Background: an optimization exercise with open tools, aiming at small area and a short achievable clock period. Do not read the settings as production practice.
In this exercise RTL edits were held to simulation tests only and were not proved equivalent to the original.
Power figures rest on the tool's default switching activity, not on a simulated workload.

<file path="run.sh">
#!/bin/bash
# synth_recipe.tcl (not shown) runs the flow's synth.tcl, then flattens the netlist and writes it again
# the make line also repeats each setting of config.mk as NAME=value (left out here)
make -C /OpenROAD-flow-scripts/flow DESIGN_CONFIG=/design/flow/config.mk WORK_HOME=/design/flow/orfs CLKGATE_MAP_FILE= SYNTH_SCRIPT=/design/flow/synth_recipe.tcl finish
</file>
<file path="config.mk">
export PLATFORM = sky130hd
export DESIGN_NAME = pwl_transform_engine
export DESIGN_NICKNAME = pwl_transform_engine
export VERILOG_FILES = /design/flow/design.v
export SDC_FILE = /design/flow/constraint.sdc
export NUM_CORES = 4
export LEC_CHECK = 0
export CAP_MARGIN = 20
export CORE_MARGIN = 2
export CORE_UTILIZATION = 40
export SLEW_MARGIN = 20
</file>
<file path="constraint.sdc">
create_clock -name core_clock -period 10.0 [get_ports {clock}]
set_input_delay 2.0000 -clock core_clock [delete_from_list [all_inputs] [get_ports {clock}]]
set_output_delay 2.0000 -clock core_clock [all_outputs]
set_load 0.01 [all_outputs]
</file>
<file path="design.v">
module pwl_transform_engine #(
  parameter int DSIZE    = 12,
  parameter int DT_I     = 8,
  parameter int DT_D     = 4,
  parameter int SEG_LOG2 = 4
) (
  input  logic                clock,
  input  logic                rst_n,
  input  logic                tbl_wr,
  input  logic [SEG_LOG2-1:0] tbl_addr,
  input  logic [DSIZE-1:0]    tbl_m,
  input  logic [DSIZE-1:0]    tbl_c,
  input  logic                cal_begin,
  output logic                cal_busy,
  output logic                cal_valid,
  input  logic                in_valid,
  input  logic [DSIZE-1:0]    indata,
  output logic                out_valid,
  output logic [DSIZE-1:0]    outdata
);
  localparam int NSEG = 1 << SEG_LOG2;
  localparam int Q    = DT_I + DT_D;
  localparam int RW   = DSIZE + Q;
  localparam int PW   = DSIZE + Q + 1;
  localparam int CW   = $clog2(Q);
  localparam logic signed [PW:0] SUM_MAX = (PW+1)'((1 << DSIZE) - 1);
  localparam logic signed [PW:0] RND = '0;
  typedef enum logic [1:0] {S_IDLE, S_LOAD, S_DIV, S_COMMIT} state_e;
  state_e                state_q, state_d;
  logic [SEG_LOG2-1:0]   idx_q, idx_d;
  logic [CW-1:0]         cnt_q, cnt_d;
  logic [RW-1:0]         rem_q, rem_d, dv_q, dv_d;
  logic [Q-2:0]          quo_q, quo_d;
  logic                  neg_q, neg_d, dpos_q, dpos_d;
  logic                  cal_valid_q, cal_valid_d;
  logic [DSIZE-1:0]      m_p_q [NSEG];
  logic [DSIZE-1:0]      c_p_q [NSEG];
  logic signed [Q-1:0]   slope_p_q [NSEG];
  logic [DSIZE-1:0]      m_a_q [NSEG];
  logic [DSIZE-1:0]      c_a_q [NSEG];
  logic signed [Q-1:0]   slope_a_q [NSEG];
  logic signed [DSIZE:0] dm, dc;
  logic [DSIZE-1:0]      abs_dc;
  logic                  ge, last_bit;
  logic [Q-1:0]          quo_n, mag;
  logic signed [Q-1:0]   slope_fin;
  always_comb begin
    state_d     = state_q;
    idx_d       = idx_q;
    cnt_d       = cnt_q;
    rem_d       = rem_q;
    dv_d        = dv_q;
    quo_d       = quo_q;
    neg_d       = neg_q;
    dpos_d      = dpos_q;
    cal_valid_d = cal_valid_q;
    dm          = $signed({1'b0, m_p_q[idx_q + 1'b1]}) - $signed({1'b0, m_p_q[idx_q]});
    dc          = $signed({1'b0, c_p_q[idx_q + 1'b1]}) - $signed({1'b0, c_p_q[idx_q]});
    abs_dc      = DSIZE'((dc < 0) ? -dc : dc);
    ge          = rem_q >= dv_q;
    quo_n       = {quo_q, ge};
    mag         = quo_n[Q-1] ? {1'b0, {(Q-1){1'b1}}} : quo_n;
    slope_fin   = !dpos_q ? '0 : (neg_q ? $signed(-mag) : $signed(mag));
    last_bit    = cnt_q == CW'(Q - 1);
    case (state_q)
      S_IDLE: begin
        if (cal_begin) begin
          state_d = S_LOAD;
          idx_d   = '0;
        end
      end
      S_LOAD: begin
        neg_d   = dc < 0;
        dpos_d  = dm > 0;
        rem_d   = RW'(abs_dc) << DT_D;
        dv_d    = (dm > 0) ? (RW'(dm[DSIZE-1:0]) << (Q - 1)) : '0;
        quo_d   = '0;
        cnt_d   = '0;
        state_d = S_DIV;
      end
      S_DIV: begin
        rem_d = ge ? rem_q - dv_q : rem_q;
        dv_d  = dv_q >> 1;
        quo_d = quo_n[Q-2:0];
        cnt_d = cnt_q + 1'b1;
        if (last_bit) begin
          if (idx_q == SEG_LOG2'(NSEG - 2)) begin
            state_d = S_COMMIT;
          end else begin
            idx_d   = idx_q + 1'b1;
            state_d = S_LOAD;
          end
        end
      end
      S_COMMIT: begin
        cal_valid_d = 1'b1;
        state_d     = S_IDLE;
      end
      default: state_d = S_IDLE;
    endcase
  end
  always_ff @(posedge clock or negedge rst_n) begin
    if (!rst_n) begin
      state_q     <= S_IDLE;
      idx_q       <= '0;
      cnt_q       <= '0;
      rem_q       <= '0;
      dv_q        <= '0;
      quo_q       <= '0;
      neg_q       <= 1'b0;
      dpos_q      <= 1'b0;
      cal_valid_q <= 1'b0;
    end else begin
      state_q     <= state_d;
      idx_q       <= idx_d;
      cnt_q       <= cnt_d;
      rem_q       <= rem_d;
      dv_q        <= dv_d;
      quo_q       <= quo_d;
      neg_q       <= neg_d;
      dpos_q      <= dpos_d;
      cal_valid_q <= cal_valid_d;
    end
  end
  always_ff @(posedge clock or negedge rst_n) begin
    if (!rst_n) begin
      for (int i = 0; i < NSEG; i++) begin
        m_p_q[i]     <= '0;
        c_p_q[i]     <= '0;
        slope_p_q[i] <= '0;
      end
    end else begin
      if (tbl_wr && state_q == S_IDLE) begin
        m_p_q[tbl_addr] <= tbl_m;
        c_p_q[tbl_addr] <= tbl_c;
      end
      if (state_q == S_DIV && last_bit) slope_p_q[idx_q] <= slope_fin;
    end
  end
  always_ff @(posedge clock or negedge rst_n) begin
    if (!rst_n) begin
      for (int i = 0; i < NSEG; i++) begin
        m_a_q[i]     <= '0;
        c_a_q[i]     <= '0;
        slope_a_q[i] <= '0;
      end
    end else if (state_q == S_COMMIT) begin
      for (int i = 0; i < NSEG; i++) begin
        m_a_q[i]     <= m_p_q[i];
        c_a_q[i]     <= c_p_q[i];
        slope_a_q[i] <= (i == NSEG - 1) ? '0 : slope_p_q[i];
      end
    end
  end
  logic [SEG_LOG2-1:0]   seg1_d;
  logic [DSIZE-1:0]      off1_d;
  logic                  below;
  logic                  v1_q, v2_q, v3_q;
  logic [DSIZE-1:0]      off1_q, c1_q, c2_q, out_q, res_d;
  logic signed [Q-1:0]   sl1_q;
  logic signed [PW-1:0]  prod_d, prod2_q;
  logic signed [PW:0]    pr, sum;
  always_comb begin
    seg1_d = '0;
    for (int i = 0; i < NSEG; i++) begin
      if (m_a_q[i] <= indata) seg1_d = SEG_LOG2'(i);
    end
    below = indata < m_a_q[0];
    if (below) seg1_d = '0;
    off1_d = below ? '0 : indata - m_a_q[seg1_d];
  end
  always_comb begin
    prod_d = PW'($signed({1'b0, off1_q})) * PW'(sl1_q);
    pr     = (PW+1)'(prod2_q) + RND;
    sum    = (pr >>> DT_D) + $signed((PW+1)'(c2_q));
    if (sum < 0)             res_d = '0;
    else if (sum > SUM_MAX)  res_d = '1;
    else                     res_d = sum[DSIZE-1:0];
  end
  always_ff @(posedge clock or negedge rst_n) begin
    if (!rst_n) begin
      v1_q    <= 1'b0;
      v2_q    <= 1'b0;
      v3_q    <= 1'b0;
      off1_q  <= '0;
      c1_q    <= '0;
      sl1_q   <= '0;
      c2_q    <= '0;
      prod2_q <= '0;
      out_q   <= '0;
    end else begin
      v1_q    <= in_valid;
      off1_q  <= off1_d;
      c1_q    <= c_a_q[seg1_d];
      sl1_q   <= slope_a_q[seg1_d];
      v2_q    <= v1_q;
      c2_q    <= c1_q;
      prod2_q <= prod_d;
      v3_q    <= v2_q;
      out_q   <= res_d;
    end
  end
  assign cal_busy  = state_q != S_IDLE;
  assign cal_valid = cal_valid_q;
  assign out_valid = v3_q;
  assign outdata   = out_q;
endmodule
</file>
==> summary.txt <==
Status
  • Outcome: timing/DRC/antenna clean

Place
  • Port bufs: 59
  • GPL Wtd Cong: 0.964
  • Post-DP HPWL: 161 mm

Detailed routing
  • # DRC: 0
  • Antenna-violating nets left: 0
  • Wirelength per Cell: 29.5 um
  • Routed WL: 242 mm
  • Vias per cell: 6.22
  • Vias: 51,016
  • DRT Pass-1 Iters: 8
  • Iteration-0 DRC count of the detailed router: 6,017

Floorplan
  • Cell Rows: 150
  • Ports: 60
  • Initial core utilization: 40.3%
  • Die area: 172,000 um2
  • Die Width: 415 um
  • Core area: 167,000 um2
  • Die height: 415 um

Pwr
  • VDD IR-drop max: 0.000290 V
  • PD cells: 292 nW/um2
  • Static leakage: 34.5 nW
  • Tot Pwr: 22.0 mW

Final layout
  • Layout cells sized above 1: 22.2%
  • # fillers: 15,289
  • Layout Area Growth over Synthesis: 11.7%
  • Fin nets: 6,390

Logic synthesis
  • Syn nets: 6,447
  • Synth warn: 7
  • Cell Area, Synth: 67,400 um2
  • EDFF count, synth: 0
  • Primary FF master, synth: dfrtp_1
  • Asr flop ratio synth: 100%
  • Seq cells post-synth: 1,283
  • Sequential element share of the synthesized area: 47.6%
  • Avg Cell Area, Syn: 11.3 um2
  • Mapped Cells: 5,945
  • Distinct cells, synth: 85

Clock tree
  • CTS tree: yes
  • Root Buffer: clkbuf_16
  • Clock Latency Late Sink: 0.80 ns
  • CTS Buf Count: 143
  • Post-CTS sizing: 0
  • # hold bufs at CTS: 0
  • Sink Count: 1,283
  • Post-CTS Setup Bufs: 0
  • Clk buf depth: 3
  • CTS HTree Levels: 4
  • Clk slew on worst S/H paths: 0.06 ns

GRT
  • Pin count of the biggest net entering global routing: 182
  • Vias in the first global route: 50,500
  • Total Routing Usage GR: 27.8%
  • Initial antenna violation count: 23
  • Global-route wire length before repair: 352 mm
  • Total grt overflow: 0

Timing
  • Post-layout min period: 8.58 ns
  • Slew Limit Fails: 0
  • Layout Skew: 0.0393 ns
  • Fin crit share: 85.8%
  • Maximum clock rate: 0.117 GHz
  • Slew margin rel.: 18.1%
  • Fin. Hold Viols: 0
  • Tightest Pin Transition: 1.22 ns
  • RSZ-0062 raised after global routing: no
  • Final setup fails: 0
  • Setup TNS: 0 ns

Min path
  • HP Class: reg2reg
  • Hold Path Stages: 0

Critical path
  • CP Class: in2reg
  • Worst R2R Path Depth: 20
  • CP endpoint kind: flip-flop
  • CP max FO: 15
  • Critical Path RT: 10.69 ns
  • CP most frequent cell: o21ai_0
  • Crit-path max cell delay: 0.54 ns
  • Worst EP arrival: 9.26 ns
  • Slowest CP cell: clkdlybuf4s50_1
  • Crit path launch type: input port

Run
  • Max-cap violations: 0
metrics by stage:
step / instance area [um2] / setup slack [ns] / std cells / hold WS (ns) / util, %
after global routing: 75300 / 1.08 / 8197 / 0.347 / 45.0
after global placement: 70500 / 0.865 / 7947 / 0.337 / 42.2
after CTS: 75300 / 1.55 / 8195 / 0.342 / 45.0
final: 75300 / 1.42 / 8201 / 0.354 / 45.0
after floorplan: 67400 / 2.28 / 5945 / 0.331 / -
after detailed placement: 70500 / 0.765 / 7947 / 0.335 / 42.2
worst max-delay path: cells and delay by family:
kind            cells  cell delay, ns
simple gates        8            1.76
fa+ha+maj           2            0.76
mux                 1            0.17
compound gates     13            3.67
buf+inv             2            0.88
area by class of cell:
type | count | area [um2] | share of cell area [%]
Multi-Input combinational cell | 4009 | 33100 | 43.9
Clock inverter | 48 | 616 | 0.817
Inverter | 277 | 1040 | 1.38
Antenna cell | 6 | 15.0 | 0.0199
Tap cell | 2204 | 2760 | 3.66
Clock buffer | 200 | 4160 | 5.52
Sequential cell | 1283 | 32100 | 42.6
Timing Repair Buffer | 174 | 1530 | 2.03
state kept, by name (all words and copies together) (netlist names), 21 cells and up:
name / count
slope_a_q: 180
dv_q: 23
c_p_q: 192
rem_q: 24
c_a_q: 192
prod2_q: 21
m_a_q: 192
slope_p_q: 180
m_p_q: 192
cell families (layout without fill, tap and decap cells):
logic type,count (synthesis),after routing,synth area share [%]
fa+ha+maj,457,457,9.66
other cells,0,6,0
xor+xnor,82,82,1.06
simple gates,1202,1202,8.41
buf+inv,653,699,3.69
mux,943,943,15.7
compound gates,1325,1325,13.8
flops,1283,1283,47.6
placed cells by master, fill, tap and decap left out, types with 18 or more instances in the layout:
cell type / netlist / routed
o21ai_0: 380 / 378
a221oi_1: 98 / 98
clkdlybuf4s50_1: 0 / 58
xnor2_1: 55 / 54
xor2_1: 27 / 27
and2_1: 67 / 64
buf_4: 1 / 110
nor2b_1: 31 / 31
a221o_1: 25 / 25
dfrtp_1: 1283 / 1283
clkinv_2: 0 / 22
and3_1: 81 / 81
nor2_1: 162 / 150
clkbuf_1: 344 / 25
a41oi_1: 19 / 19
nand3_1: 127 / 125
a211oi_1: 18 / 18
a21o_1: 29 / 29
fa_1: 106 / 106
nand4_1: 67 / 67
nor3_1: 51 / 45
a21oi_1: 154 / 153
ha_1: 351 / 348
a22oi_1: 241 / 241
nand2_1: 522 / 520
clkbuf_8: 0 / 28
clkbuf_16: 0 / 147
o211ai_1: 19 / 19
inv_1: 276 / 276
mux2_2: 926 / 926
a22o_1: 103 / 103
nand2b_1: 27 / 25
a222oi_1: 93 / 93
path summary, 6_finish.rpt:
| path | from | endpoint | slack (ns) |
|---|---|---|---|
| max reg2reg | idx_q[2] | dv_q[19] | 2.68 |
| max in group asynchronous | rst_n | quo_q[0] | 6.42 |
| min | c1_q[7] | c2_q[7] | 0.35 |
| min reg2reg | c1_q[7] | c2_q[7] | 0.35 |
| max | indata[10] | off1_q[11] | 1.42 |
| min in group asynchronous | rst_n | m_a_q[11][11] | 1.18 |
Yosys cell counts, drive strengths merged, types with 93 or more instances:
cell type,count,share of area [%]
inv,276,1.5
o21ai,383,2.8
nand2,522,2.9
a21oi,154,1.1
a221oi,99,1.3
a22oi,241,2.7
fa,106,3.1
a22o,103,1.3
dfrtp,1283,48
ha,351,6.5
nor2,164,0.92
a222oi,93,1.4
clkbuf,344,1.9
nand3,127,0.94
mux2,929,16
per-layer routing:
layer  part of all wire (%)  wire, um  track usage (%)  up-vias
li1                       -         -                -    21646
met2                     43    105000             41.6     2520
met1                     41     99400             36.8    25992
met5                  0.095       230            0.445        -
met4                    5.7     13800             13.9       28
met3                    9.9     24000             7.84      830
where the power goes:
group          internal, mW  switching, mW
Clock                  3.17           2.23
Combinational          3.34           4.91
Sequential             6.60           1.78

port drivers added, routing unchanged:
How much do the figures lean on ideal ports? The routed layout below was timed once more, with nothing changed but the port constraints. Step 1 assumes that a clkbuf_16 drives the clock port and a buf_2 every other input. Step 2, shift: input delay + t, output delay - t, t = (earliest + latest rising clock arrival at the registers) / 2. This alone moves slack from input paths to output paths. a / b / c = no drivers / after step 1 / after step 2; a / b = the first two.
t (ns): 0.863
setup WS [ns]: 1.422 / 1.449 / 0.586
clock arrival spread, ns: 0.041 / 0.041
After both steps setup and hold are still met in this run. The setup slack of this run moves by +0.027 ns with the drivers and by -0.836 ns with both steps.
